From an optimization exercise on the open Yosys and OpenROAD flow, aimed at small area, a short achievable clock period and few clock cycles per item; shortcuts taken in it are not production practice.
RTL that was checked went through simulation tests only; none was proved equivalent to the original.
Only the layout flow was run in runs 1 and 2; the RTL was not checked for function there.
Power figures rest on the tool's default switching activity, not on a simulated workload.

==> flow/config.mk <==
export PLATFORM = sky130hd
export DESIGN_NAME = keyframe_tangent_unit
export DESIGN_NICKNAME = keyframe_tangent_unit
export VERILOG_FILES = /design/flow/design.v
export SDC_FILE = /design/flow/constraint.sdc
export NUM_CORES = 4
export LEC_CHECK = 0
export CAP_MARGIN = 20
export CORE_MARGIN = 2
export CORE_UTILIZATION = 40
export PLACE_DENSITY = 0.6
export SLEW_MARGIN = 20
==> flow/constraint.sdc <==
create_clock -name core_clock -period 11.0 [get_ports {clock}]
set_input_delay 2.2000 -clock core_clock [delete_from_list [all_inputs] [get_ports {clock}]]
set_output_delay 2.2000 -clock core_clock [all_outputs]
set_load 0.01 [all_outputs]
==> flow/design.v <==
`timescale 1ns / 1ps
`default_nettype none
package kft_pkg;
   localparam logic [1:0] MODE_SMOOTH = 2'd0;
   localparam logic [1:0] MODE_LINEAR = 2'd1;
   localparam logic [1:0] MODE_CONST  = 2'd2;
   localparam logic [31:0] TAN_INF = 32'h7FFF_FFFF;
endpackage
`default_nettype wire
`timescale 1ns / 1ps
`default_nettype none
module kft_absdiff
(
   input  wire logic [31:0] f,
   input  wire logic [31:0] s,
   output logic [31:0]      mag,
   output logic             neg,
   output logic             zero
);
   logic [32:0] x, y, p, g, gp, pp, c0, c1, sum0, sum1;
   always_comb begin
      x = {f[31], f};
      y = ~{s[31], s};
      p = x ^ y;
      g = x & y;
      gp = g;
      pp = p;
      for (int l = 0; l < 6; l++) begin
         for (int i = 0; i < 33; i++) begin
            if (((i >> l) & 1) == 1) begin
               gp[i] = gp[i] | (pp[i] & gp[((i >> l) << l) - 1]);
               pp[i] = pp[i] & pp[((i >> l) << l) - 1];
            end
         end
      end
      c0 = {gp[31:0], 1'b0};
      c1 = {gp[31:0] | pp[31:0], 1'b1};
      sum0 = p ^ c0;
      sum1 = p ^ c1;
      neg = sum1[32];
      mag = neg ? ~sum0[31:0] : sum1[31:0];
      zero = pp[32];
   end
endmodule
`default_nettype wire
`timescale 1ns / 1ps
`default_nettype none
module kft_divstep
(
   input  wire logic [31:0] rem,
   input  wire logic [31:0] quo,
   input  wire logic [31:0] den,
   output logic             can_skip,
   output logic             ge,
   output logic [31:0]      rem_step,
   output logic [31:0]      quo_step,
   output logic [31:0]      rem_skip,
   output logic [31:0]      quo_skip
);
   logic [31:0] lead;    
   logic [31:0] mask;
   logic [33:0] diff;
   always_comb begin
      lead[31] = den[31];
      for (int j = 30; j >= 0; j--) begin
         lead[j] = lead[j + 1] | den[j];
      end
      for (int i = 0; i < 32; i++) begin
         mask[i] = (i + 5 <= 31) ? ~lead[(i + 5 <= 31) ? i + 5 : 31] : 1'b1;
      end
      can_skip = lead[4] && ~|(rem & mask);
      diff = {1'b0, rem, quo[31]} - {2'b00, den};
      ge = ~diff[33];
      rem_step = ge ? diff[31:0] : {rem[30:0], quo[31]};
      quo_step = {quo[30:0], ge};
      rem_skip = {rem[27:0], quo[31:28]};
      quo_skip = {quo[27:0], 4'b0000};
   end
endmodule
`default_nettype wire
`timescale 1ns / 1ps
`default_nettype none
module keyframe_tangent_unit
#(
   parameter int FRAC_BITS = 16
)
(
   input  wire logic        clock,
   input  wire logic        reset,
   input  wire logic        csr_wen,
   input  wire logic [1:0]  csr_wdata,    
   input  wire logic        req_tvalid,
   output logic             req_tready,
   input  wire logic [63:0] req_tdata,    
   input  wire logic        req_tlast,
   output logic             rsp_tvalid,
   input  wire logic        rsp_tready,
   output logic [63:0]      rsp_tdata,    
   output logic [9:0]       rsp_tuser,    
   output logic             rsp_tlast
);
   typedef enum logic [2:0] {S_PLAN, S_TIN, S_M2, S_M3, S_M4, S_DIV} state_type;
   typedef enum logic [1:0] {K_TIN, K_LIN, K_SM, K_RAT} kind_type;
   localparam logic [1:0] SEL_NK = 2'd0, SEL_KP = 2'd1, SEL_NP = 2'd2;
   logic [1:0]  mode_ff;
   logic [31:0] pt_ff, pv_ff, kt_ff, kv_ff, nt_ff, nv_ff;
   logic        hasp_ff, hask_ff, hasn_ff;
   logic [1:0]  kmode_ff, nmode_ff;
   logic        klast_ff, nlast_ff;
   logic        sx1_ff, sy1_ff, zx1_ff, zy1_ff;    
   state_type   state_ff;
   kind_type    kind_ff;
   logic [1:0]  xsel_ff, ysel_ff;
   logic [31:0] rem_ff, den_ff;
   logic [5:0]  cnt_ff;
   logic        neg_ff, first_ff, dz_ff, tin0_ff;
   logic        sok_ff, al4_ff, zsm_ff;
   logic        hiseg_ff;                          
   logic [31:0] odhi_ff, odlo_ff;
   logic        ov_ff, olast_ff;
   logic [1:0]  omode_ff;
   logic [31:0] xf, xs, yf, ys, xmag, ymag;
   logic        xneg, xzero, yneg, yzero;
   logic        can_skip, ge;
   logic [31:0] rem_step, quo_step, rem_skip, quo_skip;
   kft_absdiff u_x (.f(xf), .s(xs), .mag(xmag), .neg(xneg), .zero(xzero));
   kft_absdiff u_y (.f(yf), .s(ys), .mag(ymag), .neg(yneg), .zero(yzero));
   kft_divstep u_div (
      .rem(rem_ff), .quo(odlo_ff), .den(den_ff), .can_skip(can_skip), .ge(ge),
      .rem_step(rem_step), .quo_step(quo_step), .rem_skip(rem_skip), .quo_skip(quo_skip)
   );
   logic        hasn_eff, ready, wr_ok, is_lin, is_const, need_tin, smooth_full, smooth_ok;
   logic [1:0]  m;
   logic        first_move, plan_go, plan_tin, plan_lin, plan_sm, plan_simple;
   logic        zero_res, adv, adv_r;
   logic        do_skip, ovf_now, div_last, rc1, rc2, dysmall;
   logic [30:0] nq;
   logic [31:0] tq, tin;
   always_comb begin
      hasn_eff = hasn_ff && !klast_ff;
      ready = hask_ff && (hasn_eff || klast_ff);
      wr_ok = !ov_ff || rsp_tready;
      m = hasn_eff ? nmode_ff : kmode_ff;
      is_lin = (m == kft_pkg::MODE_LINEAR);
      is_const = (m == kft_pkg::MODE_CONST);
      need_tin = is_lin && hasp_ff && !hiseg_ff;
      smooth_full = !is_lin && !is_const && hasp_ff && hasn_eff;
      first_move = (state_ff == S_PLAN) && !hask_ff && hasn_ff;
      plan_go = (state_ff == S_PLAN) && ready && wr_ok;
      plan_tin = plan_go && need_tin;
      plan_lin = plan_go && !need_tin && is_lin && hasn_eff;
      plan_sm = plan_go && !need_tin && smooth_full;
      plan_simple = plan_go && !need_tin && !(is_lin && hasn_eff) && !smooth_full;
      zero_res = ((state_ff == S_M2) && !sok_ff) || ((state_ff == S_M3) && dz_ff) ||
                 ((state_ff == S_M4) && zsm_ff);
      adv = plan_simple || plan_lin || zero_res || ((state_ff == S_M4) && !zsm_ff);
      adv_r = (plan_simple && !ov_ff) || (plan_lin && !ov_ff) || zero_res ||
              ((state_ff == S_M4) && !zsm_ff);
      xf = (xsel_ff == SEL_KP) ? kt_ff : nt_ff;
      xs = (xsel_ff == SEL_NK) ? kt_ff : pt_ff;
      yf = (ysel_ff == SEL_KP) ? kv_ff : nv_ff;
      ys = (ysel_ff == SEL_NK) ? kv_ff : pv_ff;
      smooth_ok = !zx1_ff && !zy1_ff && !xzero && !yzero && ((sx1_ff ^ sy1_ff) == (xneg ^ yneg));
      do_skip = can_skip && (cnt_ff >= 6'd5);
      ovf_now = first_ff && ge;
      div_last = !do_skip && ((cnt_ff == 6'd1) || ovf_now);
      nq = 31'd0 - odlo_ff[30:0];
      if (dz_ff) begin
         tq = 32'd0;
      end else if (ovf_now) begin
         tq = neg_ff ? 32'h8000_0000 : kft_pkg::TAN_INF;
      end else if (neg_ff) begin
         tq = ge ? {~odlo_ff[30:0], 1'b1} : {nq, 1'b0};
      end else begin
         tq = {odlo_ff[30:0], ge};
      end
      tin = tin0_ff ? 32'd0 : odhi_ff;
      dysmall = (den_ff[31:2] == 30'd0) && (den_ff[1:0] != 2'b11);
      rc1 = ovf_now || (odlo_ff[0] && ge);
      rc2 = !ovf_now && !odlo_ff[0] && !ge;
   end
   function automatic logic [63:0] align(input logic [31:0] mag, input logic x4,
                                         input logic ratio);
      if (ratio) begin
         align = {1'b0, mag, 31'd0};
      end else if (x4) begin
         align = {14'd0, mag, 18'd0};
      end else begin
         align = {16'd0, mag, 16'd0};
      end
   endfunction
   always_ff @(posedge clock) begin
      if (csr_wen) begin
         mode_ff <= csr_wdata;
      end
      if (ov_ff && rsp_tready) begin
         ov_ff <= 1'b0;
      end
      xsel_ff <= SEL_NK;
      ysel_ff <= SEL_NK;
      if (plan_go && !need_tin && hasn_eff) begin
         sx1_ff <= xneg;  sy1_ff <= yneg;
         zx1_ff <= xzero; zy1_ff <= yzero;
      end
      if (plan_simple || zero_res) begin
         ov_ff <= 1'b1;
         olast_ff <= plan_simple && !hasn_eff;
         hiseg_ff <= 1'b0;
         if (plan_simple && is_const) begin
            omode_ff <= kft_pkg::MODE_CONST;
            odhi_ff <= kft_pkg::TAN_INF;
            odlo_ff <= kft_pkg::TAN_INF;
         end else if (plan_simple && is_lin) begin
            omode_ff <= kft_pkg::MODE_LINEAR;
            odhi_ff <= 32'd0;
            odlo_ff <= hasp_ff ? odhi_ff : 32'd0;
         end else begin
            omode_ff <= kft_pkg::MODE_SMOOTH;
            odhi_ff <= 32'd0;
            odlo_ff <= 32'd0;
         end
      end
      if (first_move) begin
         kt_ff <= nt_ff;  kv_ff <= nv_ff;
         kmode_ff <= nmode_ff;  klast_ff <= nlast_ff;
         hask_ff <= 1'b1;  hasp_ff <= 1'b0;  hasn_ff <= 1'b0;
      end
      if (adv) begin
         if (klast_ff) begin
            hasp_ff <= 1'b0;
            if (hasn_ff) begin
               kt_ff <= nt_ff;  kv_ff <= nv_ff;
               kmode_ff <= nmode_ff;  klast_ff <= nlast_ff;
               hasn_ff <= 1'b0;
            end else begin
               hask_ff <= 1'b0;
            end
         end else begin
            pt_ff <= kt_ff;  pv_ff <= kv_ff;
            kt_ff <= nt_ff;  kv_ff <= nv_ff;
            kmode_ff <= nmode_ff;  klast_ff <= nlast_ff;
            hasp_ff <= 1'b1;  hasn_ff <= 1'b0;
         end
      end
      unique case (state_ff)
         S_PLAN: begin
            if (plan_tin) begin
               state_ff <= S_TIN;
               xsel_ff <= SEL_KP;
               ysel_ff <= SEL_KP;
            end else if (plan_lin) begin
               {rem_ff, odlo_ff} <= align(ymag, 1'b0, 1'b0);
               den_ff <= xmag;
               dz_ff <= xzero;
               neg_ff <= xneg ^ yneg;
               cnt_ff <= 6'd32;
               first_ff <= 1'b1;
               tin0_ff <= !hasp_ff;
               kind_ff <= K_LIN;
               state_ff <= S_DIV;
            end else if (plan_sm) begin
               sok_ff <= smooth_ok;
               state_ff <= S_M2;
               xsel_ff <= SEL_NP;
               ysel_ff <= SEL_NP;
            end
         end
         S_TIN: begin
            {rem_ff, odlo_ff} <= align(ymag, 1'b0, 1'b0);
            den_ff <= xmag;
            dz_ff <= xzero;
            neg_ff <= xneg ^ yneg;
            cnt_ff <= 6'd32;
            first_ff <= 1'b1;
            kind_ff <= K_TIN;
            state_ff <= S_DIV;
         end
         S_M2: begin
            if (!sok_ff) begin
               state_ff <= S_PLAN;
            end else begin
               den_ff <= ymag;
               dz_ff <= xzero || yzero;
               state_ff <= S_M3;
               ysel_ff <= SEL_KP;
            end
         end
         S_M3: begin
            if (dz_ff) begin
               state_ff <= S_PLAN;
            end else begin
               {rem_ff, odlo_ff} <= align(ymag, 1'b0, 1'b1);
               dz_ff <= 1'b0;
               cnt_ff <= 6'd3;
               first_ff <= 1'b1;
               kind_ff <= K_RAT;
               state_ff <= S_DIV;
            end
         end
         S_M4: begin
            if (!zsm_ff) begin
               {rem_ff, odlo_ff} <= align(ymag, al4_ff, 1'b0);
               den_ff <= xmag;
               dz_ff <= 1'b0;
               neg_ff <= xneg ^ yneg;
               cnt_ff <= 6'd32;
               first_ff <= 1'b1;
               kind_ff <= K_SM;
               state_ff <= S_DIV;
            end else begin
               state_ff <= S_PLAN;
            end
         end
         S_DIV: begin
            first_ff <= 1'b0;
            if (do_skip) begin
               rem_ff <= rem_skip;
               odlo_ff <= quo_skip;
               cnt_ff <= cnt_ff - 6'd4;
            end else begin
               rem_ff <= rem_step;
               odlo_ff <= quo_step;
               cnt_ff <= cnt_ff - 6'd1;
            end
            if (div_last) begin
               unique case (kind_ff)
                  K_RAT: begin
                     zsm_ff <= rc2 && dysmall;
                     al4_ff <= !(rc1 && dysmall) && (rc1 || rc2);
                     xsel_ff <= SEL_NP;
                     ysel_ff <= rc1 ? (dysmall ? SEL_NP : SEL_NK) : (rc2 ? SEL_KP : SEL_NP);
                     state_ff <= S_M4;
                  end
                  K_TIN: begin
                     odhi_ff <= tq;
                     hiseg_ff <= 1'b1;
                     state_ff <= S_PLAN;
                  end
                  K_LIN: begin
                     ov_ff <= 1'b1;
                     omode_ff <= kft_pkg::MODE_LINEAR;
                     olast_ff <= 1'b0;
                     odhi_ff <= tq;
                     odlo_ff <= tin;
                     hiseg_ff <= 1'b1;
                     state_ff <= S_PLAN;
                  end
                  default: begin
                     ov_ff <= 1'b1;
                     omode_ff <= kft_pkg::MODE_SMOOTH;
                     olast_ff <= 1'b0;
                     odhi_ff <= tq;
                     odlo_ff <= tq;
                     hiseg_ff <= 1'b0;
                     state_ff <= S_PLAN;
                  end
               endcase
            end
         end
         default: state_ff <= S_PLAN;
      endcase
      if (req_tvalid && req_tready) begin
         nt_ff <= req_tdata[31:0];
         nv_ff <= req_tdata[63:32];
         nmode_ff <= mode_ff;
         nlast_ff <= req_tlast;
         hasn_ff <= 1'b1;
      end
      if (reset) begin
         mode_ff <= kft_pkg::MODE_SMOOTH;
         hasp_ff <= 1'b0;
         hask_ff <= 1'b0;
         hasn_ff <= 1'b0;
         ov_ff <= 1'b0;
         hiseg_ff <= 1'b0;
         state_ff <= S_PLAN;
         xsel_ff <= SEL_NK;
         ysel_ff <= SEL_NK;
      end
   end
   always_comb begin
      req_tready = !hasn_ff || adv_r || first_move;
      rsp_tvalid = ov_ff;
      rsp_tdata = {odhi_ff, odlo_ff};
      rsp_tlast = olast_ff;
      unique case (omode_ff)
         kft_pkg::MODE_LINEAR: rsp_tuser = {4'd2, 4'd2, 1'b1, 1'b0};
         kft_pkg::MODE_CONST:  rsp_tuser = {4'd3, 4'd3, 1'b1, 1'b1};
         default:              rsp_tuser = {4'd4, 4'd4, 1'b1, 1'b0};
      endcase
   end
endmodule
`default_nettype wire
==> flow/flow/run.sh <==
#!/bin/bash
# Standard layout, with repair_timing aiming below the design's period.
set -o pipefail
export SETUP_SLACK_MARGIN=7
bash standard.sh > standard.log 2>&1
==> flow/standard.sh <==
#!/bin/bash
# synth_recipe.tcl (not shown) runs the flow's synth.tcl, then flattens the netlist and writes it again
# the make line also repeats each setting of config.mk as NAME=value (left out here)
make -C /OpenROAD-flow-scripts/flow DESIGN_CONFIG=/design/flow/config.mk WORK_HOME=/design/flow/orfs CLKGATE_MAP_FILE= SYNTH_SCRIPT=/design/flow/synth_recipe.tcl "${@:-finish}"
==> results of run 1 <==
[power by group through the flow]
stage | logic [mW] | clock network, mW | registers (mW)
floorplan | 2.77 | 0 | 2.22
global placement | 3.92 | 0 | 2.36
detailed placement | 3.97 | 0 | 2.37
CTS | 5.20 | 1.50 | 2.35
global route | 6.12 | 1.55 | 2.41
finish | 5.76 | 1.48 | 2.37
[path summary, 6_finish.rpt]
check	from	to	slack [ps]	cells after the start
worst max register to register	ysel_ff[0]$_SDFF_PP0_	rem_ff[8]$_DFFE_PP_	6570	19
worst min register to register	mode_ff[0]$_SDFFE_PP0P_	nmode_ff[0]$_DFFE_PP_	440	0
worst min-delay path	mode_ff[0]$_SDFFE_PP0P_	nmode_ff[0]$_DFFE_PP_	440	0
worst max-delay path	rsp_tready	req_tready	5370	8
[logic make-up after synthesis]
| kind of cell | after synthesis | synth area share, % |
|---|---|---|
| AO/OA/AOI/OAI | 794 | 21.6 |
| buffers and inverters | 263 | 4.28 |
| other | 2 | 0.0307 |
| AND/OR/NAND/NOR | 732 | 14.6 |
| adder cells (fa/ha/maj) | 123 | 6.64 |
| flip-flops | 362 | 41.2 |
| XOR/XNOR | 102 | 3.66 |
| multiplexers | 185 | 7.93 |
[worst register-to-register path, delay by kind of cell (launching register included)]
| family | cells | cell delay [ps] |
|---|---|---|
| multiplexers | 2 | 640 |
| XOR/XNOR | 1 | 260 |
| buffers and inverters | 6 | 730 |
| adder cells (fa/ha/maj) | 1 | 410 |
| AND/OR/NAND/NOR | 4 | 850 |
| AO/OA/AOI/OAI | 5 | 930 |
| flip-flops | 1 | 360 |
[cell type report]
cell class	instances	area, um2	share of cell area, %
sequential	362	10100	30.5
tap	782	978	2.96
clock buffer	58	1210	3.68
timing repair inverter	1	11.3	0.0341
multi-input combinational	1941	15900	48.0
inverter	104	415	1.26
clock inverter	23	239	0.723
timing repair buffer	385	4240	12.8
[routing by layer]
metal / routed length (um) / GRT usage [%] / vias to the layer above / part of all wire (%)
met3: 6680 / 3.89 / 179 / 7.7
met2: 40400 / 42.9 / 983 / 47
li1: - / - / 10200 / -
met5: 0 / 0 / - / 0
met4: 3490 / 9.64 / 0 / 4.0
met1: 36000 / 35.3 / 10900 / 42
[cells in the final DEF, fill, tap and decap left out, types with 27 or more instances in the layout]
| cell type | instances |
|---|---|
| xnor2_1 | 43 |
| mux2i_1 | 88 |
| clkdlybuf4s50_1 | 139 |
| nand2_1 | 196 |
| buf_6 | 63 |
| nor2_1 | 164 |
| o21ai_0 | 105 |
| buf_12 | 30 |
| ha_4 | 39 |
| inv_1 | 96 |
| ha_1 | 66 |
| and2_1 | 85 |
| nand3_1 | 33 |
| nor3_1 | 42 |
| a21oi_1 | 180 |
| edfxtp_1 | 281 |
| a21o_1 | 38 |
| a221oi_1 | 31 |
| buf_4 | 125 |
| clkbuf_16 | 46 |
| mux2_2 | 52 |
| xor2_1 | 27 |
| dfxtp_1 | 61 |
| o211ai_1 | 44 |
| a31oi_1 | 38 |
| o22ai_1 | 27 |
[metrics by stage]
| step | instance area, um2 | cells | utilization [%] | hold slack, ps | setup WS (ps) |
|---|---|---|---|---|---|
| global route | 33000 | 3656 | 54.7 | 456 | 5320 |
| global placement | 26700 | 3367 | 44.2 | 430 | 4390 |
| floorplan | 24700 | 2564 | - | 408 | 5440 |
| detailed placement | 26700 | 3367 | 44.2 | 427 | 4290 |
| CTS | 31700 | 3598 | 52.5 | 450 | 5360 |
| finish | 33000 | 3656 | 54.7 | 441 | 5370 |
[what timing repair did]
| action | in CTS | in global routing |
|---|---|---|
| hold buffers | 0 | 0 |
| gates resized for setup | 435 | 181 |
| pin swaps | 113 | 84 |
| cloned | 15 | 1 |
| buffers inserted | 135 | 57 |
| endpoints found under the setup margin | 419 | 298 |
==> summary.md, run 1 <==
| Metric | Value |
|---|---|
| Status | `complete, no violations` |
| Yosys reg bits | `362` |
| Unrepaired setup endpoints after global routing | `yes` |
| FFs w/ async S/R, synth | `0%` |
| Max-slew violation count | `0` |
| Max Clk Rate | `178 MHz` |
| Leakage | `12.6 nW` |
| Detailed Place HPWL | `55.4 mm` |
| Worst Path Arrival | `3430 ps` |
| Drt wl/cell | `23.7 um` |
| Clock tree root driver cell | `clkbuf_16` |
| Most frequent cell on the critical path | `buf_6` |
| Setup TNS | `0 ps` |
| First-pass GRT wire length | `129 mm` |
| Worst-margin pin slew | `1370 ps` |
| Reg power frac | `24.7%` |
| DRC | `0` |
| Cell family with most CP delay | `simple AND/OR/NAND/NOR gates` |
| Syn Inst Count | `2563` |
| Post-synth EDFFs | `281` |
| Share of layout cells above drive strength 1 | `25.7%` |
| Die width | `251 um` |
| Chip Height | `251 um` |
| Sw power | `4.13 mW` |
| Post-Syn Area | `24400 um2` |
| DR vias | `22200` |
| # setup viols final | `0` |
| Main synth FF type | `edfxtp_1` |
| Fillcell total | `5135` |
| Avg Vias per Cell | `6.08` |
| Hold Crit Class | `register to register` |
| Slew headroom | `8.50%` |
| VDD IR-drop max | `0.000136 V` |
| Area contributors post-synth | `edfxtp_1, dfxtp_1, ha_1, mux2i_1, a21oi_1` |
| CP Data Required Time | `8800 ps` |
| Clock Latency Late Sink | `600 ps` |
| Syn Area/Cell | `9.53 um2` |
| Sinks on Clock Net | `362` |
| Max incr delay on CP | `370 ps` |
| Die area | `63100 um2` |
| Area grow syn2layout | `35.3%` |
| Final hold vios | `0` |
| H-tree depth | `2` |
| I/O Buffers | `145` |
| Crit end category | `primary output` |
| Sw Share | `43.0%` |
| Crit path time final | `5630 ps` |
| Final net count | `3034` |
| List of most frequent post-synthesis cells | `edfxtp_1, nand2_1, a21oi_1` |
| Synth top area share | `34.5%` |
| CTS Buffer Depth | `3` |
| Crit Path Class | `primary input to primary output` |
| Cell taking the most area after synthesis | `edfxtp_1` |
| Worst clock skew | `24.9 ps` |
| Most common cell in the synthesized netlist | `edfxtp_1` |
| Initial antenna violation count | `0` |
| Cell Pwr Density | `291 nW/um2` |
| Period utilization | `51.2%` |
| P_int | `5.48 mW` |
| Critical path, cell by cell | `buf_6 -> nor2b_4 -> or3_4 -> or2_4 -> a21oi_2 -> and4b_2 -> inv_2 -> buf_6` |
| GRT Resource Usage Total | `26.2%` |
| Syn. warnings | `3` |
| Tot Pwr | `9.62 mW` |
| Sequential-to-total area share from yosys stat | `41.2%` |
| Initial core utilization | `40.5%` |
| Largest net degree at the start of global routing | `69` |
| Max Cap Viol | `0` |
| Worst Path Max Fanout | `4` |
| Clk network pwr share | `15.4%` |
| Final wirelength | `86.5 mm` |
| Drt pass-1 iters | `6` |
| Unique masters post-synth | `90` |
| Comb pwr share | `59.9%` |
| Num CTS Buffers | `44` |
| Number of global-route vias before repair | `21300` |
| Diode count | `0` |
| CP max-delay cell | `or3_4` |
| Row count | `90` |
| Grt total ovfl | `0` |
| I/O pins | `149` |
| CORE AREA | `60400 um2` |
| Final GP Congestion | `0.923` |
| Type of origin of the critical path | `primary input` |
| Worst path bufs/invs | `3` |
| Antenna viol nets, final | `0` |
| Reg clk slew, reported paths | `50 ps` |
| CTS tree | `yes` |
| 1st-iter DRT viols | `1894` |
==> run 2, diff against run 1 <==
--- a/flow/design.v
+++ b/flow/design.v
@@ -81,4 +81,59 @@
 `timescale 1ns / 1ps
 `default_nettype none
+module kft_divstep4
+(
+   input  wire logic [31:0] rem,
+   input  wire logic [31:0] quo,
+   input  wire logic [31:0] den,
+   input  wire logic [33:0] den3,
+   output logic             can_skip,
+   output logic [1:0]       digit,
+   output logic [31:0]      rem_step,
+   output logic [31:0]      quo_step,
+   output logic [31:0]      rem_skip,
+   output logic [31:0]      quo_skip
+);
+   logic [31:0] lead;    
+   logic [31:0] mask;
+   logic [33:0] t;
+   logic [34:0] d1, d2, d3;
+   logic        ge1, ge2, ge3;
+   always_comb begin
+      lead[31] = den[31];
+      for (int j = 30; j >= 0; j--) begin
+         lead[j] = lead[j + 1] | den[j];
+      end
+      for (int i = 0; i < 32; i++) begin
+         mask[i] = (i + 5 <= 31) ? ~lead[(i + 5 <= 31) ? i + 5 : 31] : 1'b1;
+      end
+      can_skip = lead[4] && ~|(rem & mask);
+      t = {rem, quo[31:30]};
+      d1 = {1'b0, t} - {3'b000, den};
+      d2 = {1'b0, t} - {2'b00, den, 1'b0};
+      d3 = {1'b0, t} - {1'b0, den3};
+      ge1 = ~d1[34];
+      ge2 = ~d2[34];
+      ge3 = ~d3[34];
+      if (ge3) begin
+         digit = 2'd3;
+         rem_step = d3[31:0];
+      end else if (ge2) begin
+         digit = 2'd2;
+         rem_step = d2[31:0];
+      end else if (ge1) begin
+         digit = 2'd1;
+         rem_step = d1[31:0];
+      end else begin
+         digit = 2'd0;
+         rem_step = t[31:0];
+      end
+      quo_step = {quo[29:0], digit};
+      rem_skip = {rem[27:0], quo[31:28]};
+      quo_skip = {quo[27:0], 4'b0000};
+   end
+endmodule
+`default_nettype wire
+`timescale 1ns / 1ps
+`default_nettype none
 module keyframe_tangent_unit
 #(
@@ -122,10 +177,14 @@
    logic [31:0] xf, xs, yf, ys, xmag, ymag;
    logic        xneg, xzero, yneg, yzero;
-   logic        can_skip, ge;
+   logic        can_skip;
+   logic [1:0]  digit;
    logic [31:0] rem_step, quo_step, rem_skip, quo_skip;
+   logic [33:0] den3_ff;
+   logic        den3ok_ff;
    kft_absdiff u_x (.f(xf), .s(xs), .mag(xmag), .neg(xneg), .zero(xzero));
    kft_absdiff u_y (.f(yf), .s(ys), .mag(ymag), .neg(yneg), .zero(yzero));
-   kft_divstep u_div (
-      .rem(rem_ff), .quo(odlo_ff), .den(den_ff), .can_skip(can_skip), .ge(ge),
+   kft_divstep4 u_div (
+      .rem(rem_ff), .quo(odlo_ff), .den(den_ff), .den3(den3_ff), .can_skip(can_skip),
+      .digit(digit),
       .rem_step(rem_step), .quo_step(quo_step), .rem_skip(rem_skip), .quo_skip(quo_skip)
    );
@@ -135,5 +194,6 @@
    logic        zero_res, adv, adv_r;
    logic        do_skip, ovf_now, div_last, rc1, rc2, dysmall;
-   logic [30:0] nq;
+   logic [29:0] nq;
+   logic        den_load, stall;
    logic [31:0] tq, tin;
    always_comb begin
@@ -155,6 +215,6 @@
                  ((state_ff == S_M4) && zsm_ff);
       adv = plan_simple || plan_lin || zero_res || ((state_ff == S_M4) && !zsm_ff);
-      adv_r = (plan_simple && !ov_ff) || (plan_lin && !ov_ff) || zero_res ||
-              ((state_ff == S_M4) && !zsm_ff);
+      adv_r = ((state_ff == S_PLAN) && ready && !ov_ff && !need_tin && !smooth_full) ||
+              zero_res || ((state_ff == S_M4) && !zsm_ff);
       xf = (xsel_ff == SEL_KP) ? kt_ff : nt_ff;
       xs = (xsel_ff == SEL_NK) ? kt_ff : pt_ff;
@@ -162,8 +222,9 @@
       ys = (ysel_ff == SEL_NK) ? kv_ff : pv_ff;
       smooth_ok = !zx1_ff && !zy1_ff && !xzero && !yzero && ((sx1_ff ^ sy1_ff) == (xneg ^ yneg));
-      do_skip = can_skip && (cnt_ff >= 6'd5);
-      ovf_now = first_ff && ge;
-      div_last = !do_skip && ((cnt_ff == 6'd1) || ovf_now);
-      nq = 31'd0 - odlo_ff[30:0];
+      do_skip = can_skip && (cnt_ff >= 6'd6);
+      stall = !do_skip && !den3ok_ff;
+      ovf_now = first_ff && digit[1];
+      div_last = !do_skip && !stall && ((cnt_ff == 6'd2) || ovf_now);
+      nq = 30'd0 - odlo_ff[29:0];
       if (dz_ff) begin
          tq = 32'd0;
@@ -171,12 +232,14 @@
          tq = neg_ff ? 32'h8000_0000 : kft_pkg::TAN_INF;
       end else if (neg_ff) begin
-         tq = ge ? {~odlo_ff[30:0], 1'b1} : {nq, 1'b0};
+         tq = (digit != 2'd0) ? {~odlo_ff[29:0], 2'd0 - digit} : {nq, 2'b00};
       end else begin
-         tq = {odlo_ff[30:0], ge};
+         tq = {odlo_ff[29:0], digit};
       end
       tin = tin0_ff ? 32'd0 : odhi_ff;
       dysmall = (den_ff[31:2] == 30'd0) && (den_ff[1:0] != 2'b11);
-      rc1 = ovf_now || (odlo_ff[0] && ge);
-      rc2 = !ovf_now && !odlo_ff[0] && !ge;
+      rc1 = ovf_now || ((odlo_ff[1:0] == 2'd1) && digit[1]);
+      rc2 = !ovf_now && (odlo_ff[1:0] == 2'd0) && !digit[1];
+      den_load = ((state_ff == S_PLAN) && plan_lin) || (state_ff == S_TIN) ||
+                 ((state_ff == S_M2) && sok_ff) || ((state_ff == S_M4) && !zsm_ff);
    end
    function automatic logic [63:0] align(input logic [31:0] mag, input logic x4,
@@ -199,4 +262,6 @@
       xsel_ff <= SEL_NK;
       ysel_ff <= SEL_NK;
+      den3_ff <= {2'b00, den_ff} + {1'b0, den_ff, 1'b0};
+      den3ok_ff <= !den_load;
       if (plan_go && !need_tin && hasn_eff) begin
          sx1_ff <= xneg;  sy1_ff <= yneg;
@@ -292,5 +357,5 @@
                {rem_ff, odlo_ff} <= align(ymag, 1'b0, 1'b1);
                dz_ff <= 1'b0;
-               cnt_ff <= 6'd3;
+               cnt_ff <= 6'd4;
                first_ff <= 1'b1;
                kind_ff <= K_RAT;
@@ -313,13 +378,14 @@
          end
          S_DIV: begin
-            first_ff <= 1'b0;
             if (do_skip) begin
+               first_ff <= 1'b0;
                rem_ff <= rem_skip;
                odlo_ff <= quo_skip;
                cnt_ff <= cnt_ff - 6'd4;
-            end else begin
+            end else if (!stall) begin
+               first_ff <= 1'b0;
                rem_ff <= rem_step;
                odlo_ff <= quo_step;
-               cnt_ff <= cnt_ff - 6'd1;
+               cnt_ff <= cnt_ff - 6'd2;
             end
             if (div_last) begin
==> run 2 against run 1 <==
Still clean on timing, DRC and antenna; die area grew 30%; sequential power shrank 16%; maximum frequency grew 19%; worst setup slack gained 890 ps; power shrank 36%; core utilization is essentially flat; via count grew 39%; clock power grew 26%; clock-buffer cell count grew 2; clock skew grew 18 ps; highest routed layer unchanged.
==> summary.md, run 2 <==
| Metric | Value |
|---|---|
| Mux cell area share after synthesis | `7.58% (-0.35 points)` |
| GR Util met1 | `37.3% (+2.0 points)` |
| Cell taking the most area after synthesis | `edfxtp_1` |
| Xor/xnor cell area share of the yosys netlist | `5.21% (+1.5 points)` |
| Reg clk slew, reported paths | `70 ps (+20 ps)` |
| Setup TNS | `0 ps (unchanged)` |
| Crit Path Class | `register to register` |
| Simple-Gate Fraction of Synth Area | `14.6% (-0.025 points)` |
| Most frequent cell on the critical path | `buf_6` |
| GRT Resource Usage Total | `28.8% (+2.5 points)` |
| Post-synth EDFFs | `280 (-0.36%)` |
| I/O Buffers | `145 (unchanged)` |
| Largest family of logic cells by synthesized area | `compound AO/OA/AOI/OAI gates` |
| Hold Crit Class | `register to register` |
| Max Cap Viol | `0 (unchanged)` |
| First-pass GRT wire length | `182 mm (+41%)` |
| Worst Path Arrival | `5250 ps (+1820 ps)` |
| Avg Vias per Cell | `6.22 (+2.4%)` |
| Initial core utilization | `40.3% (-0.17 points)` |
| Syn. warnings | `3 (unchanged)` |
| Final net count | `4187 (+38%)` |
| Leakage | `16.8 nW (+33%)` |
| H-tree depth | `2 (unchanged)` |
| Grt met3 use | `4.97% (+1.1 points)` |
| Initial antenna violation count | `3 (+3)` |
| CTS Buffer Depth | `3 (unchanged)` |
| Final WS setup | `6260 ps (+891 ps)` |
| DP Worst Slack | `5370 ps (+1080 ps)` |
| Crit end category | `register` |
| DRC | `0 (unchanged)` |
| Clock tree root driver cell | `clkbuf_16` |
| Drt wl/cell | `25.0 um (+5.6%)` |
| CORE AREA | `78900 um2 (+31%)` |
| Most frequent cells in the layout | `edfxtp_1, buf_4, nor2_1, a21oi_1, nand2_1` |
| 1st-iter DRT viols | `3393 (+79%)` |
| DR vias | `30900 (+39%)` |
| Share of layout cells above drive strength 1 | `28.6% (+2.9 points)` |
| Max-slew violation count | `0 (unchanged)` |
| Main synth FF type | `edfxtp_1` |
| Syn Inst Count | `3499 (+37%)` |
| Worst Path Max Fanout | `3 (-1)` |
| Row count | `103 (+14%)` |
| Commonest non-fill, non-tap cell in the layout | `edfxtp_1` |
| Period utilization | `43.1% (-8.1 points)` |
| CP Data Required Time | `11510 ps (+2710 ps)` |
| Final GP Congestion | `0.979 (+6.0%)` |
| # setup viols final | `0 (unchanged)` |
| Final wirelength | `124 mm (+43%)` |
| I/O pins | `149 (unchanged)` |
| Cell family with most CP delay | `compound AO/OA/AOI/OAI gates` |
| Most common cell in the synthesized netlist | `edfxtp_1` |
| Type of origin of the critical path | `register` |
| Synth top area share | `26.5% (-8.1 points)` |
| Area grow syn2layout | `35.9%` |
| Post-layout util | `54.8% (about the same)` |
| Drt pass-1 iters | `6 (unchanged)` |
| Max incr delay on CP | `470 ps (+100 ps)` |
| Final hold slack | `432 ps (-8.45 ps)` |
| Syn Area/Cell | `9.08 um2 (-4.7%)` |
| Max Clk Rate | `211 MHz (+19%)` |
| Clock Latency Late Sink | `630 ps (+30 ps)` |
| Worst clock skew | `43.0 ps (+18.1 ps)` |
| Cell Pwr Density | `144 nW/um2 (-51%)` |
| Worst path bufs/invs | `6 (+3)` |
| Critical path, cell by cell | `inv_2 -> ha_4 -> a211o_1 -> or4_4 -> o21ai_4 -> o21ai_4 -> buf_6 -> a21o_4 -> a31oi_4 -> nand2_4 -> inv_8 -> ha_4 -> nand4_1 -> or3_4 -> buf_4 -> buf_6 -> buf_6 -> nor3_2 -> nor3_1 -> a21oi_2 -> o31ai_2 -> o211ai_1 -> a31oi_1` |
| FFs w/ async S/R, synth | `0% (unchanged)` |
| Met2 Track Usage GR | `45.1% (+2.2 points)` |
| Final hold vios | `0 (unchanged)` |
| Detailed Place HPWL | `78.8 mm (+42%)` |
| VDD IR-drop max | `0.000128 V (-5.4%)` |
| Grt total ovfl | `0 (unchanged)` |
| CP max-delay cell | `or3_4` |
| Worst-margin pin slew | `1350 ps (-19.0 ps)` |
| Largest net degree at the start of global routing | `71 (+2.9%)` |
| Footprint of the multi-input gates | `23300 um2 (+47%)` |
| Final std cells w/o fill | `4967 (+36%)` |
| Sequential-to-total area share from yosys stat | `33.8% (-7.4 points)` |
| Die area | `81700 um2 (+30%)` |
| Post-Place Cells | `4536 (+35%)` |
| Synth Area in Compound Gates | `23.9% (+2.2 points)` |
| CTS tree | `yes` |
| Unique masters post-synth | `117 (+30%)` |
| Status | `complete, no violations` |
| Post-Syn Area | `31800 um2 (+30%)` |
| Chip Height | `286 um (+14%)` |
| Sinks on Clock Net | `396 (+9.4%)` |
| Num CTS Buffers | `50 (+14%)` |
| Die width | `286 um (+14%)` |
| Post-Synth Adder-Cell Area | `9.82% (+3.2 points)` |
| Area contributors post-synth | `edfxtp_1, ha_1, dfxtp_1, mux2i_1, a21oi_1` |
| Yosys reg bits | `396 (+9.4%)` |
| List of most frequent post-synthesis cells | `edfxtp_1, a21oi_1, nor2_1` |
| Number of global-route vias before repair | `29500 (+38%)` |
| Register area | `10800 um2 (+6.8%)` |
| Antenna viol nets, final | `0 (unchanged)` |
| Slew headroom | `9.45% (+0.95 points)` |
| Fillcell total | `6812 (+33%)` |
| Unrepaired setup endpoints after global routing | `yes` |
| Crit path time final | `4740 ps (-891 ps)` |
| GR peak layer | `met2` |
==> run 2: cell count changes after synthesis, sizes merged, moves of 42 or more <==
cell   delta
xnor2    +66
nor2     +81
mux2i    +47
inv      +62
a21oi    +74
ha      +115
a21o     +42
o21ai    +86
==> run 2: repair_timing <==
item                       4_1_cts  5_1_grt
setup buffers                  188      123
hold buffers                     0        0
setup endpoints to repair      445      178
pin swaps                      155      183
gates cloned                    24        1
gates resized for setup        582      282
==> run 2: final cells by class <==
class / count / share of cell area [%]
tap: 1050 / 3.04
antenna: 2 / 0.0116
timing repair buffer: 517 / 12.3
clock inverter: 33 / 1.20
sequential: 396 / 24.9
clock buffer: 60 / 3.01
multi-input combinational: 2741 / 53.9
inverter: 166 / 1.52
timing repair inverter: 2 / 0.0319
==> run 2: power by group <==
group / switching (mW) / total (mW) / internal [mW]
combinational: 1.20 / 2.34 / 1.15
sequential: 0.225 / 1.99 / 1.77
clock: 0.734 / 1.86 / 1.13
total: 2.15 / 6.20 / 4.05
==> run 2: metrics by stage <==
step / power, mW / cell area [um2]
final: 6.20 / 43200
after global routing: 6.40 / 43200
after CTS: 5.95 / 40900
after detailed placement: 3.52 / 34200
after global placement: 3.52 / 34200
after floorplan: 2.92 / 32200
==> run 2: worst paths after layout <==
path	slack, ps	to	from	depth (start not counted)
setup reg to reg	6260	odlo_ff[19]$_DFF_P_	den_ff[8]$_DFFE_PP_	23
hold / removal	430	nmode_ff[1]$_DFFE_PP_	mode_ff[1]$_SDFFE_PP0P_	0
setup / recovery	6260	odlo_ff[19]$_DFF_P_	den_ff[8]$_DFFE_PP_	23
hold reg to reg	430	nmode_ff[1]$_DFFE_PP_	mode_ff[1]$_SDFFE_PP0P_	0
==> run 2: layer usage <==
metal,vias to the layer above,routed length [um]
met5,-,0
met4,0,8010
met3,399,10500
met2,1616,55800
met1,15000,49900
li1,13900,-
==> run 2: cell families after synthesis <==
family                   after synthesis
adder cells (fa/ha/maj)              241
XOR/XNOR                             188
flip-flops                           396
AO/OA/AOI/OAI                       1119
AND/OR/NAND/NOR                      952
other                                  2
buffers and inverters                369
multiplexers                         232
==> run 3, diff against run 2 <==
--- a/flow/design.v
+++ b/flow/design.v
@@ -46,39 +46,4 @@
 `timescale 1ns / 1ps
 `default_nettype none
-module kft_divstep
-(
-   input  wire logic [31:0] rem,
-   input  wire logic [31:0] quo,
-   input  wire logic [31:0] den,
-   output logic             can_skip,
-   output logic             ge,
-   output logic [31:0]      rem_step,
-   output logic [31:0]      quo_step,
-   output logic [31:0]      rem_skip,
-   output logic [31:0]      quo_skip
-);
-   logic [31:0] lead;    
-   logic [31:0] mask;
-   logic [33:0] diff;
-   always_comb begin
-      lead[31] = den[31];
-      for (int j = 30; j >= 0; j--) begin
-         lead[j] = lead[j + 1] | den[j];
-      end
-      for (int i = 0; i < 32; i++) begin
-         mask[i] = (i + 5 <= 31) ? ~lead[(i + 5 <= 31) ? i + 5 : 31] : 1'b1;
-      end
-      can_skip = lead[4] && ~|(rem & mask);
-      diff = {1'b0, rem, quo[31]} - {2'b00, den};
-      ge = ~diff[33];
-      rem_step = ge ? diff[31:0] : {rem[30:0], quo[31]};
-      quo_step = {quo[30:0], ge};
-      rem_skip = {rem[27:0], quo[31:28]};
-      quo_skip = {quo[27:0], 4'b0000};
-   end
-endmodule
-`default_nettype wire
-`timescale 1ns / 1ps
-`default_nettype none
 module kft_divstep4
 (
@@ -88,15 +53,21 @@
    input  wire logic [33:0] den3,
    output logic             can_skip,
+   output logic             can_skip8,
    output logic [1:0]       digit,
    output logic [31:0]      rem_step,
    output logic [31:0]      quo_step,
    output logic [31:0]      rem_skip,
-   output logic [31:0]      quo_skip
+   output logic [31:0]      quo_skip,
+   output logic [31:0]      rem_skip8,
+   output logic [31:0]      quo_skip8
 );
    logic [31:0] lead;    
-   logic [31:0] mask;
+   logic [31:0] mask, mask8;
    logic [33:0] t;
    logic [34:0] d1, d2, d3;
    logic        ge1, ge2, ge3;
+   kft_add #(.W(35)) u_s1 (.a({1'b0, rem, quo[31:30]}), .b(~{3'b000, den}), .cin(1'b1), .sum(d1));
+   kft_add #(.W(35)) u_s2 (.a({1'b0, rem, quo[31:30]}), .b(~{2'b00, den, 1'b0}), .cin(1'b1), .sum(d2));
+   kft_add #(.W(35)) u_s3 (.a({1'b0, rem, quo[31:30]}), .b(~{1'b0, den3}), .cin(1'b1), .sum(d3));
    always_comb begin
       lead[31] = den[31];
@@ -108,8 +79,9 @@
       end
       can_skip = lead[4] && ~|(rem & mask);
+      for (int i = 0; i < 32; i++) begin
+         mask8[i] = (i + 9 <= 31) ? ~lead[(i + 9 <= 31) ? i + 9 : 31] : 1'b1;
+      end
+      can_skip8 = lead[8] && ~|(rem & mask8);
       t = {rem, quo[31:30]};
-      d1 = {1'b0, t} - {3'b000, den};
-      d2 = {1'b0, t} - {2'b00, den, 1'b0};
-      d3 = {1'b0, t} - {1'b0, den3};
       ge1 = ~d1[34];
       ge2 = ~d2[34];
@@ -131,4 +103,37 @@
       rem_skip = {rem[27:0], quo[31:28]};
       quo_skip = {quo[27:0], 4'b0000};
+      rem_skip8 = {rem[23:0], quo[31:24]};
+      quo_skip8 = {quo[23:0], 8'h00};
+   end
+endmodule
+`default_nettype wire
+`timescale 1ns / 1ps
+`default_nettype none
+module kft_add
+#(
+   parameter int W = 35
+)
+(
+   input  wire logic [W-1:0] a,
+   input  wire logic [W-1:0] b,
+   input  wire logic         cin,
+   output logic [W-1:0]      sum
+);
+   logic [W-1:0] p, g, gp, pp;
+   always_comb begin
+      p = a ^ b;
+      g = a & b;
+      gp = g;
+      pp = p;
+      gp[0] = g[0] | (p[0] & cin);
+      for (int l = 0; l < $clog2(W); l++) begin
+         for (int i = 0; i < W; i++) begin
+            if (((i >> l) & 1) == 1) begin
+               gp[i] = gp[i] | (pp[i] & gp[((i >> l) << l) - 1]);
+               pp[i] = pp[i] & pp[((i >> l) << l) - 1];
+            end
+         end
+      end
+      sum = p ^ {gp[W-2:0], cin};
    end
 endmodule
@@ -177,7 +182,7 @@
    logic [31:0] xf, xs, yf, ys, xmag, ymag;
    logic        xneg, xzero, yneg, yzero;
-   logic        can_skip;
+   logic        can_skip, can_skip8, do_skip8;
    logic [1:0]  digit;
-   logic [31:0] rem_step, quo_step, rem_skip, quo_skip;
+   logic [31:0] rem_step, quo_step, rem_skip, quo_skip, rem_skip8, quo_skip8;
    logic [33:0] den3_ff;
    logic        den3ok_ff;
@@ -186,4 +191,5 @@
    kft_divstep4 u_div (
       .rem(rem_ff), .quo(odlo_ff), .den(den_ff), .den3(den3_ff), .can_skip(can_skip),
+      .can_skip8(can_skip8), .rem_skip8(rem_skip8), .quo_skip8(quo_skip8),
       .digit(digit),
       .rem_step(rem_step), .quo_step(quo_step), .rem_skip(rem_skip), .quo_skip(quo_skip)
@@ -196,4 +202,7 @@
    logic [29:0] nq;
    logic        den_load, stall;
+   logic [33:0] den3;
+   kft_add #(.W(34)) u_den3 (.a({2'b00, den_ff}), .b({1'b0, den_ff, 1'b0}), .cin(1'b0), .sum(den3));
+   kft_add #(.W(30)) u_nq (.a(~odlo_ff[29:0]), .b(30'd0), .cin(1'b1), .sum(nq));
    logic [31:0] tq, tin;
    always_comb begin
@@ -222,9 +231,9 @@
       ys = (ysel_ff == SEL_NK) ? kv_ff : pv_ff;
       smooth_ok = !zx1_ff && !zy1_ff && !xzero && !yzero && ((sx1_ff ^ sy1_ff) == (xneg ^ yneg));
-      do_skip = can_skip && (cnt_ff >= 6'd6);
+      do_skip8 = can_skip8 && (cnt_ff >= 6'd10);
+      do_skip = do_skip8 || (can_skip && (cnt_ff >= 6'd6));
       stall = !do_skip && !den3ok_ff;
       ovf_now = first_ff && digit[1];
       div_last = !do_skip && !stall && ((cnt_ff == 6'd2) || ovf_now);
-      nq = 30'd0 - odlo_ff[29:0];
       if (dz_ff) begin
          tq = 32'd0;
@@ -262,5 +271,5 @@
       xsel_ff <= SEL_NK;
       ysel_ff <= SEL_NK;
-      den3_ff <= {2'b00, den_ff} + {1'b0, den_ff, 1'b0};
+      den3_ff <= den3;
       den3ok_ff <= !den_load;
       if (plan_go && !need_tin && hasn_eff) begin
@@ -378,5 +387,10 @@
          end
          S_DIV: begin
-            if (do_skip) begin
+            if (do_skip8) begin
+               first_ff <= 1'b0;
+               rem_ff <= rem_skip8;
+               odlo_ff <= quo_skip8;
+               cnt_ff <= cnt_ff - 6'd8;
+            end else if (do_skip) begin
                first_ff <= 1'b0;
                rem_ff <= rem_skip;
==> flow/run.sh (new file) <==
#!/bin/bash
# synth_recipe.tcl (not shown) runs the flow's synth.tcl, then flattens the netlist and writes it again
# the make line also repeats each setting of config.mk as NAME=value (left out here)
make -C /OpenROAD-flow-scripts/flow DESIGN_CONFIG=/design/flow/config.mk WORK_HOME=/design/flow/orfs CLKGATE_MAP_FILE= SYNTH_SCRIPT=/design/flow/synth_recipe.tcl finish
removed: flow/flow/run.sh
removed: flow/standard.sh
==> run 3 against run 2 <==
Clock power shrank 12%; critical path type unchanged; highest routed layer is now met5; register-to-register slack lost 3500 ps; cell count shrank 11%; critical endpoint is now odlo_ff[30]$_DFF_P_; worst setup slack lost 3500 ps; clock-buffer cell count grew 2; largest power group unchanged.
==> summary.md, run 3 <==
| Metric | Value |
|---|---|
| Xor/xnor cell area share of the yosys netlist | `4.56% (-0.65 points)` |
| Detailed Place HPWL | `77.3 mm (-1.9%)` |
| Most frequent cells in the layout | `a21oi_1, edfxtp_1, nand2_1, o21ai_0, ha_1` |
| Type of origin of the critical path | `register` |
| Reg power frac | `27.2% (-4.9 points)` |
| Die area | `78600 um2 (-3.8%)` |
| Comb pwr share | `55.6% (+18 points)` |
| Final hold vios | `0 (unchanged)` |
| Post-Synth Adder-Cell Area | `11.3% (+1.5 points)` |
| Synth top area share | `27.5% (+1.1 points)` |
| Post-CTS Hold Buffers | `0 (unchanged)` |
| Die width | `280 um (-1.9%)` |
| Unrepaired setup endpoints after global routing | `no` |
| Post-CTS Setup Bufs | `0 (-100%)` |
| Initial core utilization | `40.3% (about the same)` |
| Final WS setup | `2740 ps (-3520 ps)` |
| Cell Pwr Density | `277 nW/um2 (+93%)` |
| GRT Resource Usage Total | `26.8% (-2.0 points)` |
| # setup viols final | `0 (unchanged)` |
| Fillcell total | `7344 (+7.8%)` |
| Leakage | `13.6 nW (-19%)` |
| Worst path bufs/invs | `4 (-2)` |
| R2R setup slack | `2740 ps (-3520 ps)` |
| Clock tree root driver cell | `clkbuf_16` |
| H-tree depth | `2 (unchanged)` |
| DP Worst Slack | `3000 ps (-2380 ps)` |
| Share of layout cells above drive strength 1 | `7.65% (-21 points)` |
| Worst-margin pin slew | `1210 ps (-140 ps)` |
| First-pass GRT wire length | `162 mm (-11%)` |
| List of most frequent post-synthesis cells | `a21oi_1, edfxtp_1, nand2_1` |
| DRC | `0 (unchanged)` |
| CORE AREA | `75800 um2 (-3.9%)` |
| Drt pass-1 iters | `7 (+1)` |
| Final GP Congestion | `0.988 (+0.86%)` |
| Cell family with most CP delay | `simple AND/OR/NAND/NOR gates` |
| Crit path time final | `8260 ps (+3520 ps)` |
| Register area | `10700 um2 (-0.39%)` |
| Syn. warnings | `6 (+3)` |
| CP startpoint | `odlo_ff[30]$_DFF_P_` |
| Worst Hold End | `nmode_ff[0]$_DFFE_PP_` |
| Final net count | `3745 (-11%)` |
| Max incr delay on CP | `820 ps (+350 ps)` |
| Yosys reg bits | `396 (unchanged)` |
| Syn Area/Cell | `9.13 um2 (+0.55%)` |
| Cell taking the most area after synthesis | `edfxtp_1` |
| Antenna viol nets, final | `0 (unchanged)` |
| Crit Path Class | `register to register` |
| I/O pins | `149 (unchanged)` |
| Reg clk slew, reported paths | `60 ps (about the same)` |
| Synth Area in Compound Gates | `23.3% (-0.53 points)` |
| CTS Buffer Depth | `3 (unchanged)` |
| Clock Latency Late Sink | `610 ps (-20 ps)` |
| Hold path start | `mode_ff[0]$_SDFFE_PP0P_` |
| Max Cap Viol | `0 (unchanged)` |
| CP max-delay cell | `inv_1` |
| Num CTS Buffers | `49 (-2.0%)` |
| Mux cell area share after synthesis | `6.60% (-0.97 points)` |
| Footprint of the multi-input gates | `18600 um2 (-20%)` |
| Grt total ovfl | `0 (unchanged)` |
| Final wirelength | `108 mm (-13%)` |
| CP Data Required Time | `11540 ps (+30 ps)` |
| Sequential-to-total area share from yosys stat | `35.1% (+1.4 points)` |
| Avg Vias per Cell | `6.19 (-0.54%)` |
| R2r endpoint | `odlo_ff[30]$_DFF_P_` |
| Hold Crit Class | `register to register` |
| CTS tree | `yes` |
| Initial antenna violation count | `1 (-2)` |
| Sw power | `4.50 mW (+110%)` |
| Setup TNS | `0 ps (unchanged)` |
| VDD IR-drop max | `0.000127 V (-1.0%)` |
| Most common cell in the synthesized netlist | `a21oi_1` |
| I/O Buffers | `145 (unchanged)` |
| Post-synth EDFFs | `280 (unchanged)` |
| Sinks on Clock Net | `396 (unchanged)` |
| Commonest non-fill, non-tap cell in the layout | `a21oi_1` |
| Drt wl/cell | `24.4 um (-2.5%)` |
| Number of global-route vias before repair | `25500 (-14%)` |
| Critical path, cell by cell | `inv_1 -> ha_1 -> inv_1 -> fa_1 -> a211oi_1 -> o21ai_0 -> or3b_1 -> a21oi_1 -> o22ai_1 -> o21a_1 -> buf_4 -> nand2_1 -> inv_1 -> ha_1 -> nand4b_1 -> or4_1 -> nor4_4 -> nand2_2 -> or4_4 -> o311ai_1 -> o2111ai_1 -> a211o_1 -> o21ai_0` |
| Clk network pwr share | `17.1% (-13 points)` |
| Unique masters post-synth | `103 (-12%)` |
| Simple-Gate Fraction of Synth Area | `14.4% (-0.26 points)` |
| DR vias | `27400 (-11%)` |
| Syn Inst Count | `3346 (-4.4%)` |
| Area contributors post-synth | `edfxtp_1, ha_1, dfxtp_1, a21oi_1, mux2i_1` |
| Main synth FF type | `edfxtp_1` |
| Hold Crit Depth | `0 (unchanged)` |
| Reg2reg start | `odlo_ff[30]$_DFF_P_` |
| Most frequent cell on the critical path | `inv_1` |
| PostCTS Resize Cnt | `0 (-100%)` |
| Max-slew violation count | `0 (unchanged)` |
| Post-Syn Area | `30600 um2 (-3.9%)` |
| Worst Path Arrival | `8800 ps (+3550 ps)` |
| Row count | `101 (-1.9%)` |
| Chip Height | `280 um (-1.9%)` |
| Crit end category | `register` |
| Worst Path Max Fanout | `24 (+21)` |
| 1st-iter DRT viols | `3264 (-3.8%)` |
| Largest net degree at the start of global routing | `85 (+20%)` |
| Max Clk Rate | `121 MHz (-43%)` |
| P_int | `5.09 mW (+26%)` |
| Worst r2r path cells | `23 (unchanged)` |
| Period utilization | `75.1% (+32 points)` |
| FFs w/ async S/R, synth | `0% (unchanged)` |
| Largest family of logic cells by synthesized area | `compound AO/OA/AOI/OAI gates` |
| Area grow syn2layout | `13.4%` |
| Sw Share | `46.9% (+12 points)` |
| Slew headroom | `18.8% (+9.4 points)` |
| Worst clock skew | `17.2 ps (-25.8 ps)` |
| Status | `complete, no violations` |
run 3: cell types whose count changed in the layout (fill, tap and decap cells not counted), sizes merged, moves of 15 or more:
cell    change
a221oi     +17
xnor2      -21
nor2       -37
a21oi      +17
o21bai     -16
buf       -305
nand2b     -18
mux2i      -39
a31oi      -15
run 3: worst max-delay path by stage:
stage | cells past startpoint | to | slack [ps]
after floorplan | 8 | pt_ff[0]$_DFFE_PP_ | 4580
after global placement | 23 | odlo_ff[30]$_DFF_P_ | 3180
after detailed placement | 23 | odlo_ff[30]$_DFF_P_ | 3000
after CTS | 23 | odlo_ff[30]$_DFF_P_ | 2960
after global routing | 24 | odlo_ff[30]$_DFF_P_ | 2430
final | 23 | odlo_ff[30]$_DFF_P_ | 2740
run 3: layout make-up:
cell class                      count  area share, %
Multi-Input combinational cell   2593           53.6
Inverter                          167           1.81
Sequential cell                   396           31.0
Antenna cell                        1        0.00722
Timing Repair Buffer              206           5.50
Clock inverter                     28          0.837
Clock buffer                       62           3.80
Tap cell                          978           3.53
run 3: kinds of logic (layout without fill, tap and decap cells):
family	count (synthesis)	in the layout
multiplexers	193	193
other	2	4
flip-flops	396	396
AND/OR/NAND/NOR	890	890
AO/OA/AOI/OAI	1088	1088
buffers and inverters	358	463
adder cells (fa/ha/maj)	260	260
XOR/XNOR	159	159
run 3: worst reg2reg max path: stages (launching register included):
cell and delay, ps:
dfxtp_1 360, inv_1 110, ha_1 150, inv_1 50
fa_1 490, a211oi_1 310, o21ai_0 170, or3b_1 270
a21oi_1 170, o22ai_1 780, o21a_1 200, buf_4 310
nand2_1 540, inv_1 820, ha_1 730, nand4b_1 240
or4_1 650, nor4_4 310, nand2_2 130, or4_4 540
o311ai_1 250, o2111ai_1 190, a211o_1 340, o21ai_0 70
run 3: through the flow:
step           utilization, %  instance area (um2)  power, mW  hold slack [ps]  std cells
6_report                 45.7                34700       9.59              429       4431
5_1_grt                  45.7                34700       10.1              459       4430
4_1_cts                  45.7                34600       9.47              430       4430
3_5_place_dp             43.6                33000       7.80              417       4340
3_3_place_gp             43.5                33000       7.77              418       4339
2_1_floorplan               -                30600       5.88              408       3347
run 3: power groups by stage:
stage	logic [mW]	registers, mW	clock network, mW
floorplan	3.48	2.40	0
global placement	5.16	2.61	0
detailed placement	5.18	2.62	0
CTS	5.21	2.59	1.67
global route	5.76	2.65	1.73
finish	5.33	2.61	1.64
run 3: metal layers:
metal	track usage [%]	routed length, um	up-vias
met2	41.0	47000	1322
met4	11.0	4960	2
met5	0	11	-
li1	-	-	12700
met3	5.76	9970	287
met1	36.6	46100	13100
Testbench counts of run 3, summed over its fixed seeds: cycles 54,370, items 8,035.
==> run 4, diff against run 3 <==
==> flow/flow/run.sh (new file) <==
#!/bin/bash
# Standard layout, with repair_timing aiming below the design's period.
set -o pipefail
export SETUP_SLACK_MARGIN=6
bash standard.sh > standard.log 2>&1
==> flow/standard.sh (new file) <==
#!/bin/bash
# synth_recipe.tcl (not shown) runs the flow's synth.tcl, then flattens the netlist and writes it again
# the make line also repeats each setting of config.mk as NAME=value (left out here)
make -C /OpenROAD-flow-scripts/flow DESIGN_CONFIG=/design/flow/config.mk WORK_HOME=/design/flow/orfs CLKGATE_MAP_FILE= SYNTH_SCRIPT=/design/flow/synth_recipe.tcl "${@:-finish}"
removed: flow/run.sh
==> run 4 against run 3 <==
Clock skew fell by 2.6 ps; via count grew 3.7%; flip-flop and latch count unchanged; clock power is essentially flat; wire length grew 5.1%; non-clock buffer count grew 155; critical path depth shrank 3; die area did not move; synthesized cell count is the same; global-route usage rose by 0.89 points; hold slack improved by 6.0 ps.
==> summary.md, run 4 <==
| Metric | Value |
|---|---|
| Status | `complete, no violations` |
| Detailed Place HPWL | `76.8 mm (-0.68%)` |
| List of most frequent post-synthesis cells | `a21oi_1, edfxtp_1, nand2_1` |
| Die width | `280 um (unchanged)` |
| Max Clk Rate | `197 MHz (+63%)` |
| Worst Path Max Fanout | `4 (-83%)` |
| Row count | `101 (unchanged)` |
| Yosys reg bits | `396 (unchanged)` |
| VDD IR-drop max | `0.000139 V (+9.7%)` |
| Met2 wire length | `49.5 mm (+5.3%)` |
| Post-Syn Area | `30600 um2 (unchanged)` |
| Cell Pwr Density | `278 nW/um2 (+0.59%)` |
| Slew headroom | `24.3% (+5.5 points)` |
| Max-slew violation count | `0 (unchanged)` |
| Worst-margin pin slew | `1130 ps (-85.3 ps)` |
| Type of origin of the critical path | `register` |
| DR vias | `28400 (+3.7%)` |
| Period utilization | `46.1% (-29 points)` |
| Syn Inst Count | `3346 (unchanged)` |
| Antenna viol nets, final | `0 (unchanged)` |
| Clock tree root driver cell | `clkbuf_16` |
| Chip Height | `280 um (unchanged)` |
| DRC | `0 (unchanged)` |
| Fillcell total | `7074 (-3.7%)` |
| Top layer in use | `met5` |
| Met3 routed WL | `12.7 mm (+27%)` |
| Clock Latency Late Sink | `610 ps (about the same)` |
| GRT Resource Usage Total | `27.7% (+0.89 points)` |
| Footprint of the multi-input gates | `19600 um2 (+5.5%)` |
| Area grow syn2layout | `21.7%` |
| Post-synth EDFFs | `280 (unchanged)` |
| Register area | `10700 um2 (+0.11%)` |
| Wl on met1 | `45.5 mm (-1.2%)` |
| Syn. warnings | `6 (unchanged)` |
| Worst path bufs/invs | `1 (-3)` |
| Cell taking the most area after synthesis | `edfxtp_1` |
| Max Cap Viol | `0 (unchanged)` |
| 1st-iter DRT viols | `3346 (+2.5%)` |
| Initial core utilization | `40.3% (unchanged)` |
| Reg clk slew, reported paths | `60 ps (about the same)` |
| CTS Buffer Depth | `3 (unchanged)` |
| Final wirelength | `114 mm (+5.1%)` |
| Post-CTS Hold Buffers | `0 (unchanged)` |
| Worst clock skew | `14.6 ps (-2.61 ps)` |
| Commonest non-fill, non-tap cell in the layout | `a21oi_1` |
| CP Data Required Time | `11530 ps (about the same)` |
| Number of global-route vias before repair | `26300 (+3.0%)` |
| Worst Path Arrival | `5610 ps (-3190 ps)` |
| Drt wl/cell | `24.7 um (+1.4%)` |
| Drt pass-1 iters | `6 (-1)` |
| Critical path, cell by cell | `ha_1 -> and4_4 -> and2_4 -> a221oi_4 -> buf_6 -> a311oi_4 -> a31oi_2 -> o21ai_2 -> nand3_2 -> and2_4 -> ha_4 -> nand4b_1 -> or4_4 -> nor4_4 -> nand2_2 -> or4_4 -> o311ai_4 -> o2111ai_2 -> a211o_1 -> o21ai_1` |
| Synth top area share | `27.5% (unchanged)` |
| Sinks on Clock Net | `396 (unchanged)` |
| Avg Vias per Cell | `6.19 (+0.13%)` |
| Leakage | `14.6 nW (+7.5%)` |
| CP max-delay cell | `edfxtp_1` |
| Num CTS Buffers | `49 (unchanged)` |
| Final GP Congestion | `0.999 (+1.2%)` |
| Final std cells w/o fill | `4591 (+3.6%)` |
| Post-layout util | `49.0% (+3.3 points)` |
| Crit Path Class | `register to register` |
| Post-Place Cells | `4337 (-0.069%)` |
| Final hold vios | `0 (unchanged)` |
| Cell family with most CP delay | `simple AND/OR/NAND/NOR gates` |
| Most frequent cells in the layout | `a21oi_1, edfxtp_1, nand2_1, nor2_1, o21ai_0` |
| I/O Buffers | `145 (unchanged)` |
| Hold Crit Class | `register to register` |
| CTS tree | `yes` |
| Max incr delay on CP | `500 ps (-320 ps)` |
| Area contributors post-synth | `edfxtp_1, ha_1, dfxtp_1, a21oi_1, mux2i_1` |
| Main synth FF type | `edfxtp_1` |
| Largest net degree at the start of global routing | `70 (-18%)` |
| Crit path time final | `5070 ps (-3190 ps)` |
| Unique masters post-synth | `103 (unchanged)` |
| Share of layout cells above drive strength 1 | `16.1% (+8.5 points)` |
| CORE AREA | `75800 um2 (unchanged)` |
| FFs w/ async S/R, synth | `0% (unchanged)` |
| Unrepaired setup endpoints after global routing | `yes` |
| Most common cell in the synthesized netlist | `a21oi_1` |
| Die area | `78600 um2 (unchanged)` |
| H-tree depth | `2 (unchanged)` |
| Crit end category | `register` |
| Final net count | `3904 (+4.2%)` |
| Setup TNS | `0 ps (unchanged)` |
| Sequential-to-total area share from yosys stat | `35.1% (unchanged)` |
| I/O pins | `149 (unchanged)` |
| # setup viols final | `0 (unchanged)` |
| Initial antenna violation count | `5 (+4)` |
| Grt total ovfl | `0 (unchanged)` |
| First-pass GRT wire length | `167 mm (+3.2%)` |
| Syn Area/Cell | `9.13 um2 (unchanged)` |
run 4: cell counts after synthesis:
Identical to the previous run, type by type.
run 4: power breakdown:
part | internal, mW | total (mW) | switching (mW)
clock network | 0.959 | 1.66 | 0.702
registers | 2.09 | 2.57 | 0.480
logic | 2.45 | 6.11 | 3.66
total | 5.50 | 10.3 | 4.84
run 4: kinds of logic after synthesis:
family	synth area share [%]
buffers and inverters	4.66
XOR/XNOR	4.56
adder cells (fa/ha/maj)	11.3
flip-flops	35.1
multiplexers	6.60
AND/OR/NAND/NOR	14.4
AO/OA/AOI/OAI	23.3
other	0.0246
run 4: area by class of cell:
| type | count | share of cell area, % |
|---|---|---|
| multi-input combinational | 2596 | 52.7 |
| sequential | 396 | 28.9 |
| timing repair buffer | 361 | 8.97 |
| clock buffer | 62 | 3.51 |
| tap | 978 | 3.29 |
| inverter | 167 | 1.77 |
| clock inverter | 28 | 0.821 |
| timing repair inverter | 1 | 0.0202 |
| antenna | 2 | 0.0135 |
run 4: per-layer routing:
metal	GRT usage, %	vias up
li1	-	13000
met1	36.5	13500
met2	42.4	1600
met3	7.29	357
met4	12.4	10
met5	0	-
run 4: repair_timing:
item / 4_1_cts / 5_1_grt
endpoints found under the setup margin: 223 / 210
resized for setup: 152 / 126
pin swaps: 29 / 43
gates cloned: 5 / 3
setup buffers: 92 / 61
run 4: metrics by stage:
| stage | worst slack (ps) | hold WS, ps | total power, mW | instance area, um2 |
|---|---|---|---|---|
| after global placement | 4380 | 421 | 7.84 | 33000 |
| after detailed placement | 4240 | 421 | 7.84 | 33000 |
| after global routing | 5790 | 441 | 10.8 | 37200 |
| after floorplan | 5670 | 408 | 5.89 | 30600 |
| after CTS | 5930 | 437 | 9.90 | 36100 |
| final | 5930 | 435 | 10.3 | 37200 |
run 4: path summary, 6_finish.rpt:
path | slack, ps | endpoint | depth (start not counted) | start
setup / recovery | 5930 | odlo_ff[30]$_DFF_P_ | 20 | rem_ff[9]$_DFFE_PP_
hold / removal | 430 | nmode_ff[0]$_DFFE_PP_ | 0 | mode_ff[0]$_SDFFE_PP0P_
setup reg to reg | 5930 | odlo_ff[30]$_DFF_P_ | 20 | rem_ff[9]$_DFFE_PP_
hold reg to reg | 430 | nmode_ff[0]$_DFFE_PP_ | 0 | mode_ff[0]$_SDFFE_PP0P_

-- port drivers added, routing unchanged --
The flow's constraints put no driver on any port. The routed layouts listed below were extracted and timed again, unchanged, in two steps. Step 1 sets driving cells, clkbuf_16 on the clock port and buf_2 on the other inputs (assumed; they add their load-dependent delay and slew). Step 2 also shifts input and output timing later by t, the mid clock arrival at the registers, as if the neighbouring blocks saw the same clock. a / b / c = no drivers / after step 1 / after step 2; a / b = the first two.
| run | t (ns) | slack for setup (ns) | clock arrival spread, ns | worst register clock-pin slew, ns | worst slew at a driven data input, ns |
|---|---|---|---|---|---|
| run 1 | 0.648 | 5.370 / 5.332 / 5.332 | 0.025 / 0.024 | 0.06 / 0.06 | 0.04 |
| run 2 | 0.677 | 6.261 / 6.242 / 6.070 | 0.043 / 0.044 | 0.07 / 0.07 | 0.09 |
| run 3 | 0.669 | 2.740 / 2.740 / 2.740 | 0.017 / 0.017 | 0.07 / 0.07 | 0.08 |
| run 4 | 0.675 | 5.926 / 5.926 / 5.555 | 0.015 / 0.015 | 0.07 / 0.07 | 0.06 |
After both steps setup and hold are still met in every run listed. For run 4, which loses most, drivers alone change the setup slack by 0.000 ns; drivers and shift together by -0.371 ns.
